From an optimization exercise on the open Yosys and OpenROAD flow, aimed at small area; shortcuts taken in it are not production practice.
Function was checked by simulation only, so behaviour that the tests miss may differ from the original.
No activity file was given, so power comes from the tool's default toggle rates.

[flow/config.mk]
export PLATFORM = sky130hd
export DESIGN_NAME = ring_noc
export DESIGN_NICKNAME = ring_noc
export VERILOG_FILES = /design/flow/design.v
export SDC_FILE = /design/flow/constraint.sdc
export NUM_CORES = 4
export LEC_CHECK = 0
export CAP_MARGIN = 20
export CORE_MARGIN = 2
export CORE_UTILIZATION = 45
export SLEW_MARGIN = 20
[flow/constraint.sdc]
create_clock -name core_clock -period 7.0 [get_ports {clk}]
set_input_delay 1.4000 -clock core_clock [delete_from_list [all_inputs] [get_ports {clk}]]
set_output_delay 1.4000 -clock core_clock [all_outputs]
set_load 0.01 [all_outputs]
[flow/design.v]
package NetworkPkg;
  localparam int NODE_ID_W = 8;    
  localparam int HOPS_W    = 8;
  localparam int BRT_W     = 4;
  localparam int ADDR_W    = 64;
  localparam int PKT_W     = 2 * NODE_ID_W + HOPS_W + BRT_W + ADDR_W;
  localparam int PAY_W     = BRT_W + ADDR_W;    
  typedef struct packed {
    logic [NODE_ID_W-1:0] dest;
    logic [NODE_ID_W-1:0] src;
    logic [HOPS_W-1:0]    hops;
    logic [BRT_W-1:0]     brt;
    logic [ADDR_W-1:0]    addr;
  } pkt_t;
endpackage
module ring_inj_fifo
#(
  parameter int DEPTH = 4,
  parameter int W     = 71
) (
  input  logic             clk,
  input  logic             rst,
  input  logic             push_i,
  input  logic [W-1:0]     din_i,
  input  logic             pop_i,
  output logic [DEPTH-1:0] last_o,
  output logic [DEPTH*W-1:0] mem_o,
  output logic             full_o,
  output logic             empty_o
);
  localparam int PTR_W = $clog2(DEPTH);
  localparam int CNT_W = $clog2(DEPTH + 1);
  logic [W-1:0]     mem_q [DEPTH];
  logic [PTR_W-1:0] wr_ptr_q;
  logic [PTR_W-1:0] rd_ptr;
  logic [CNT_W-1:0] count_q;
  logic [DEPTH-1:0] last_q;
  logic             do_push;
  logic             do_pop;
  assign full_o  = (count_q == CNT_W'(DEPTH));
  assign empty_o = (count_q == '0);
  assign do_push = push_i && !full_o;
  assign do_pop  = pop_i && !empty_o;
  assign last_o  = last_q;
  for (genvar k = 0; k < DEPTH; k++) begin : g_mem
    assign mem_o[k*W +: W] = mem_q[k];
  end
  assign rd_ptr = wr_ptr_q - PTR_W'(count_q);
  always_ff @(posedge clk) begin
    if (do_push) wr_ptr_q <= wr_ptr_q + PTR_W'(1);
  end
  always_ff @(posedge clk or posedge rst) begin
    if (rst) begin
      count_q  <= '0;
      last_q   <= '0;
    end else begin
      if (do_push && !do_pop) count_q <= count_q + CNT_W'(1);
      else if (!do_push && do_pop) count_q <= count_q - CNT_W'(1);
      for (int k = 0; k < DEPTH; k++)
        last_q[k] <= do_pop && (rd_ptr == PTR_W'(k));
    end
  end
  always_ff @(posedge clk) begin
    if (do_push) mem_q[wr_ptr_q] <= din_i;
  end
endmodule
module ring_noc
#(
  parameter int NUM_NODES = 8,
  parameter int INJ_DEPTH = 4,
  parameter int IF_W = $clog2(NUM_NODES * (INJ_DEPTH + 1) + 1)
) (
  input  logic                       clk,
  input  logic                       rst,
  input  logic [NUM_NODES*NetworkPkg::PKT_W-1:0] pkt_in,
  input  logic [NUM_NODES-1:0]       pkt_in_valid,
  output logic [NUM_NODES-1:0]       pkt_in_ready,
  output logic [NUM_NODES*NetworkPkg::PKT_W-1:0] pkt_out,
  output logic [NUM_NODES-1:0]       pkt_out_valid,
  output logic                       dest_err,
  output logic [IF_W-1:0]            in_flight,
  output logic [NUM_NODES*32-1:0]    delivered_cnt
);
  localparam int ID_W  = $clog2(NUM_NODES);
  localparam int PAY_W = NetworkPkg::PAY_W;
  localparam int FW    = ID_W + PAY_W;         
  logic [NUM_NODES*FW-1:0]    link_dp;    
  logic [NUM_NODES*ID_W-1:0]  link_src;
  logic [NUM_NODES-1:0]       link_vld;
  logic [NUM_NODES-1:0] acc_vec;
  logic [NUM_NODES-1:0] bad_vec;
  logic [NUM_NODES-1:0] ej_vec;
  logic [IF_W-1:0]      acc_cnt;
  logic [IF_W-1:0]      ej_cnt;
  logic [IF_W-1:0]      in_flight_q;
  logic [IF_W-1:0]      in_flight_d;
  logic                 dest_err_q;
  for (genvar gi = 0; gi < NUM_NODES; gi++) begin : g_node
    localparam int PREV = (gi + NUM_NODES - 1) % NUM_NODES;
    logic legal;
    logic accept;
    logic fifo_full;
    logic fifo_empty;
    logic eject;
    logic fwd;
    logic pop;
    NetworkPkg::pkt_t in_req;
    logic [INJ_DEPTH-1:0] last;
    logic [INJ_DEPTH*FW-1:0] mem;
    logic [FW-1:0]    in_dp;
    logic [ID_W-1:0]  in_src;
    logic             fwd_q;      
    logic             out_vld_q;  
    logic [FW-1:0]    rx_dp_q;
    logic [ID_W-1:0]  rx_src_q;
    logic [ID_W-1:0]  out_hops;
    logic [FW-1:0]    sel_dp;
    assign in_dp   = link_dp[PREV*FW +: FW];
    assign in_src  = link_src[PREV*ID_W +: ID_W];
    assign in_req  = pkt_in[gi*NetworkPkg::PKT_W +: NetworkPkg::PKT_W];
    assign legal   = (in_req.dest[NetworkPkg::NODE_ID_W-1:ID_W] == '0);
    assign accept  = pkt_in_valid[gi] && !fifo_full;
    ring_inj_fifo #(.DEPTH(INJ_DEPTH), .W(FW)) u_fifo (
      .clk    (clk),
      .rst    (rst),
      .push_i (accept && legal),
      .din_i  ({in_req.dest[ID_W-1:0], in_req.brt, in_req.addr}),
      .pop_i  (pop),
      .last_o (last),
      .mem_o  (mem),
      .full_o (fifo_full),
      .empty_o(fifo_empty)
    );
    assign eject = link_vld[PREV] && (in_dp[FW-1 -: ID_W] == ID_W'(gi));
    assign fwd   = link_vld[PREV] && !eject;
    assign pop   = !fwd && !fifo_empty;
    always_ff @(posedge clk or posedge rst) begin
      if (rst) begin
        fwd_q     <= 1'b0;
        out_vld_q <= 1'b0;
      end else begin
        fwd_q     <= fwd;
        out_vld_q <= eject;
      end
    end
    always_ff @(posedge clk) begin
      rx_dp_q  <= in_dp;
      rx_src_q <= in_src;
    end
    always_comb begin
      sel_dp = fwd_q ? rx_dp_q : '0;
      for (int k = 0; k < INJ_DEPTH; k++)
        sel_dp = sel_dp | (last[k] ? mem[k*FW +: FW] : '0);
    end
    assign link_dp[gi*FW +: FW]     = sel_dp;
    assign link_src[gi*ID_W +: ID_W] = fwd_q ? rx_src_q : ID_W'(gi);
    assign link_vld[gi]             = fwd_q || (|last);
    assign out_hops = ID_W'(gi) - rx_src_q - ID_W'(1);
    assign pkt_out[gi*NetworkPkg::PKT_W +: NetworkPkg::PKT_W] =
      {NetworkPkg::NODE_ID_W'(gi), NetworkPkg::NODE_ID_W'(rx_src_q),
       NetworkPkg::HOPS_W'(out_hops) + NetworkPkg::HOPS_W'(1),
       rx_dp_q[PAY_W-1:0]};
    assign pkt_out_valid[gi] = out_vld_q;
    assign pkt_in_ready[gi]  = !fifo_full;
    assign acc_vec[gi]       = accept && legal;
    assign bad_vec[gi]       = accept && !legal;
    assign ej_vec[gi]        = eject;
    logic [31:0] dcnt_q;
    logic [31:0] dcnt_t;    
    logic [8:0]  dcnt_c;    
    assign dcnt_c[0] = eject;
    for (genvar j = 0; j < 8; j++) begin : g_blk
      assign dcnt_c[j+1]  = dcnt_c[j] && (&dcnt_q[4*j +: 4]);
      assign dcnt_t[4*j] = dcnt_c[j];
      for (genvar b = 1; b < 4; b++) begin : g_bit
        assign dcnt_t[4*j+b] = dcnt_t[4*j+b-1] && dcnt_q[4*j+b-1];
      end
    end
    always_ff @(posedge clk or posedge rst) begin
      if (rst)        dcnt_q <= '0;
      else            dcnt_q <= dcnt_q ^ dcnt_t;
    end
    assign delivered_cnt[gi*32 +: 32] = dcnt_q;
  end
  always_comb begin
    acc_cnt = '0;
    ej_cnt  = '0;
    for (int k = 0; k < NUM_NODES; k++) begin
      acc_cnt = acc_cnt + IF_W'(acc_vec[k]);
      ej_cnt  = ej_cnt + IF_W'(ej_vec[k]);
    end
    in_flight_d = in_flight_q + acc_cnt - ej_cnt;
  end
  always_ff @(posedge clk or posedge rst) begin
    if (rst) begin
      in_flight_q <= '0;
      dest_err_q  <= 1'b0;
    end else begin
      in_flight_q <= in_flight_d;
      dest_err_q  <= dest_err_q | (|bad_vec);
    end
  end
  assign in_flight = in_flight_q;
  assign dest_err  = dest_err_q;
endmodule
[flow/flow/run.sh]
#!/bin/bash
# The standard layout (standard.sh, unchanged synthesis and steps) with
# two layout choices changed:
#  - port buffers are sky130_fd_sc_hd__buf_1 instead of clkdlybuf4s50_1
#    (every input and output port still gets its own buffer);
#  - clock tree: clkbuf_16 only, sink clusters of up to 30 flops within
#    80 um, and no dummy loads;
#  - constant outputs share the synthesis's tie cell (no per-load tie
#    cells); repair_design buffers that net as needed.
# ORFS writes each step's full log under orfs/logs/; make's own output goes
# to standard.log.
set -o pipefail
export BUFFER_PORTS_ARGS="-buffer_cell sky130_fd_sc_hd__buf_1"
export CTS_ARGS="-sink_clustering_enable -repair_clock_nets -dont_use_dummy_load -buf_list sky130_fd_sc_hd__clkbuf_16 -sink_clustering_size 30 -sink_clustering_max_diameter 80"
export SKIP_REPAIR_TIE_FANOUT=1
bash standard.sh > standard.log 2>&1
[flow/standard.sh]
#!/bin/bash
# synth_recipe.tcl (not shown) runs the flow's synth.tcl, then flattens the netlist and writes it again
# the make line also repeats each setting of config.mk as NAME=value (left out here)
make -C /OpenROAD-flow-scripts/flow DESIGN_CONFIG=/design/flow/config.mk WORK_HOME=/design/flow/orfs CLKGATE_MAP_FILE= SYNTH_SCRIPT=/design/flow/synth_recipe.tcl "${@:-finish}"
==> results by group <==
Status
  – Status: finished clean

CTS
  – Post-CTS Repair Setup Buffers: 0
  – Worst skew pair latency: ~0.85 ns
  – Num CTS Buffers: ~150
  – Hold Buf Count CTS: 0
  – Clk buf depth: 3
  – Root buf cell: clkbuf_16
  – Clock-pin slew on the worst setup and hold paths: roughly 0.11 ns
  – H-Tree Depth: 4
  – CTS Sinks: 3215
  – CTS tree: built
  – Cts repair resizes: 0

Yosys
  – Share of the synthesized area in the top cell type: 0.5987
  – Top cells by area, synth: edfxtp_1, dfxtp_1, dfrtp_1
  – Mapped Nets: 7836
  – Top FF cell, synth: edfxtp_1
  – Mean Syn Cell Area: roughly 17 µm²
  – Sequential area share after synthesis: 0.7751
  – Yosys cell types: between 40 and 50
  – Synth area leader: edfxtp_1
  – Synthesized area: 114800 µm²
  – Ys async rst share: 0.1042
  – Yosys Warn Count: 2
  – FF+latch count, synth: about 3.2k
  – Synth cell count leaders: edfxtp_1, buf_4, nand2_1
  – Number of flops mapped to enable cells by yosys: between 2k and 2.5k
  – Top-count cell post-synth: edfxtp_1
  – Cell count after synthesis: approximately 6.8k

Floorplan
  – Std cell rows: between 150 and 200
  – Core area: around 250000 µm²
  – Die W: 509.0 µm
  – I/O pin count: roughly 1.8k
  – Die Y: about 500 µm
  – Initial core utilization: 0.4519
  – Die area: about 260000 µm²

STA
  – RSZ-0062 raised after global routing: no
  – Clock skew: around 0.12 ns
  – Fmax: between 0.15 and 0.2 GHz
  – Final setup fails: 0
  – Slew headroom: 0.2291
  – Setup TNS: 0 ns
  – Final worst path period share: 0.8470
  – Final setup margin: between 1 and 1.5 ns
  – Hold Vio Cnt, Final: 0
  – Slew @ Worst Pin: roughly 1.2 ns
  – Fin crit period: 5.929 ns
  – Final Max Tran Viols: 0

Cells and area
  – Area growth syn-to-layout: 7.418%
  – Nets: approximately 8.6k
  – Finished Cell Area: between 100000 and 150000 µm²
  – Layout cell share with drive strength beyond 1: 0.04493
  – Fill cells: ~22k

Pwr
  – Leak: ~0.043 µW
  – Power Dens Cells: ~420 nW/µm²
  – Maximum VDD drop: about 350 µV

Critical path
  – Worst reg2reg endpoint: in_flight_q[5]$_DFF_PP0_
  – Worst EP arrival: between 6 and 7 ns
  – Slowest library cell on the worst path: dfrtp_4
  – Top cell by count, worst path: fa_1
  – Type of destination of the critical path: register
  – R2R depth: 16
  – Reg-to-reg slack, setup: about 1.1 ns
  – Crit-path cells: a222oi_1, nand2_1, or3_1, or2_1, fa_1, fa_1, inv_1, fa_1, inv_1, fa_1, fa_1, ha_1, fa_1, a21o_1, a21oi_1, xnor2_1
  – Crit-path max FO: 30
  – Kind of critical path: reg -> reg
  – Startpoint types: register
  – Worst r2r src: g_node[7].fwd_q$_DFF_PP0_
  – CP max stage delay: 0.69 ns
  – CP required: between 7 and 8 ns

Place
  – Routability cong.: approximately 0.95
  – Post-DP HPWL: roughly 320 mm
  – I/O Buffers: between 1k and 1.5k
  – Dpl cell area: around 120000 µm²
  – Pre-CTS WS: ~0.41 ns

Worst hold path
  – Hold Path End: g_node[1].rx_dp_q[32]$_DFF_P_
  – Hold_sp: g_node[0].u_fifo.mem_q[1][32]$_DFFE_PP_
  – Hold Path Class: reg -> reg
  – Worst hold stages: 2

GRT
  – Grt met1 use: 0.4112
  – First-pass GRT wire length: ~550 mm
  – Gr ovfl total: 0
  – Met3 layer usage reported by global route: 0.09122
  – Vias in the first global route: about 62k
  – Total Routing Usage GR: 0.3163
  – Initial antenna violation count: 233
  – Top Usage Layer GRT: met2
  – GR Layer Usage met2: 0.4823
  – Largest net degree at the start of global routing: about 140

Detailed routing
  – Vias post-DR: around 67k
  – Post-Route WL: about 430 mm
  – Antenna viol nets, final: 0
  – Per-cell routed wire length: just under 40 µm
  – Initial drt markers: 10.99k
  – DRC: 0
  – Routed vias/inst: around 6.1
  – Drt pass-1 iters: 10

Run
  – Max-cap viol count: 0
-- flip-flops by register name (all words and copies together), names as in the netlist --
signal	count
g_node.rx_dp_q	568
g_node.rx_src_q	24
g_node.dcnt_q	256
g_node.fwd_q	8
g_node.u_fifo.count_q	24
dest_err_q	1
g_node.out_vld_q	8
g_node.u_fifo.wr_ptr_q	16
g_node.u_fifo.last_q	32
g_node.u_fifo.mem_q	2272
in_flight_q	6
-- power breakdown --
group | total (µW) | leakage [µW] | internal, µW | switching [µW]
logic | 14300 | 0.0113 | 4630 | 9700
registers | 27900 | 0.0300 | 22600 | 5300
clock network | 9520 | 0.00186 | 3870 | 5660
total | 51800 | 0.0431 | 31100 | 20700
-- how the worst max path moves through the flow --
stage | startpoint | end | slack (ns) | cells after the start
finish | g_node[7].fwd_q$_DFF_PP0_ | in_flight_q[5]$_DFF_PP0_ | 1.07 | 16
detailed placement | pkt_in[639] | in_flight_q[5]$_DFF_PP0_ | 0.41 | 15
global placement | pkt_in[639] | in_flight_q[5]$_DFF_PP0_ | 0.42 | 15
global route | g_node[7].fwd_q$_DFF_PP0_ | in_flight_q[5]$_DFF_PP0_ | 0.90 | 16
floorplan | pkt_in[639] | in_flight_q[5]$_DFF_PP0_ | 0.83 | 14
CTS | g_node[7].fwd_q$_DFF_PP0_ | in_flight_q[5]$_DFF_PP0_ | 1.05 | 16
-- cells in the final DEF (no fill, tap or decap), types with 151 or more instances in the layout --
cell type | Yosys | final
ha_1 | 261 | 261
dfxtp_1 | 592 | 592
buf_1 | 26 | 1495
diode_2 | 0 | 170
a22oi_1 | 565 | 565
dfrtp_1 | 335 | 295
nand2_1 | 606 | 606
a222oi_1 | 563 | 563
edfxtp_1 | 2288 | 2288
clkbuf_16 | 0 | 151
-- layer usage --
layer / share of wire / vias to the layer above
li1: - / 27400
met1: 0.37 / 34810
met2: 0.45 / 4392
met3: 0.12 / 800
met4: 0.061 / 96
met5: 0.0014 / -
-- critical path: cells and delay by family, from the launching register on --
kind | cells | cell delay, ns
adder cells (fa/ha/maj) | 7 | 3.14
buffers and inverters | 2 | 0.11
XOR/XNOR | 1 | 0.13
AND/OR/NAND/NOR | 3 | 0.95
AO/OA/AOI/OAI | 3 | 0.79
flip-flops | 1 | 0.69
-- kinds of logic (layout without fill, tap and decap cells) --
group,count (synthesis),after routing,share of synthesized area
adder cells (fa/ha/maj),282,282,0.03212
AND/OR/NAND/NOR,913,913,0.03542
flip-flops,3215,3215,0.7751
buffers and inverters,1097,1812,0.05866
multiplexers,8,8,0.0007851
XOR/XNOR,125,125,0.009541
other,2,172,0.00006545
AO/OA/AOI/OAI,1166,1166,0.08833
-- cell type report --
cell class | instances | area (µm²) | area share
antenna | 170 | 425.4 | 0.003451
inverter | 83 | 315.3 | 0.002558
sequential | 3215 | 89090 | 0.7227
multi-input combinational | 2496 | 19190 | 0.1557
timing repair buffer | 1578 | 6260 | 0.05078
clock buffer | 151 | 3779 | 0.03066
tap | 3366 | 4212 | 0.03417
-- through the flow --
stage	std cells	hold WS, ns	power [µW]	utilization
floorplan	6808	0.4308	34160	-
global placement	10740	0.4359	42180	0.4689
detailed placement	10740	0.4410	42310	0.4689
CTS	10890	0.4108	51650	0.4838
global route	10980	0.4389	53290	0.4846
finish	11060	0.4102	51770	0.4854

## what the ideal ports hide
Ports are ideal in the flow. The routed layout listed here was re-timed in OpenROAD. Step 1 sets driving cells, clkbuf_16 on the clock port and buf_2 on the other inputs (assumed; they add their load-dependent delay and slew). Step 2 also shifts input and output timing later by t, the mid clock arrival at the registers, as if the neighbouring blocks saw the same clock. Slacks: ideal ports / drivers / drivers and shift; pairs: ideal ports / drivers.
t (ns): 0.893
setup WS [ns]: 1.071 / 1.071 / 0.379
worst hold slack (ns): 0.410 / 0.410 / 0.410
worst setup path after step 2: input to register
latest minus earliest clock arrival (ns): 0.132 / 0.132
After both steps this run still meets setup and hold. The setup slack of this run moves by 0.000 ns with the drivers and by -0.692 ns with both steps.
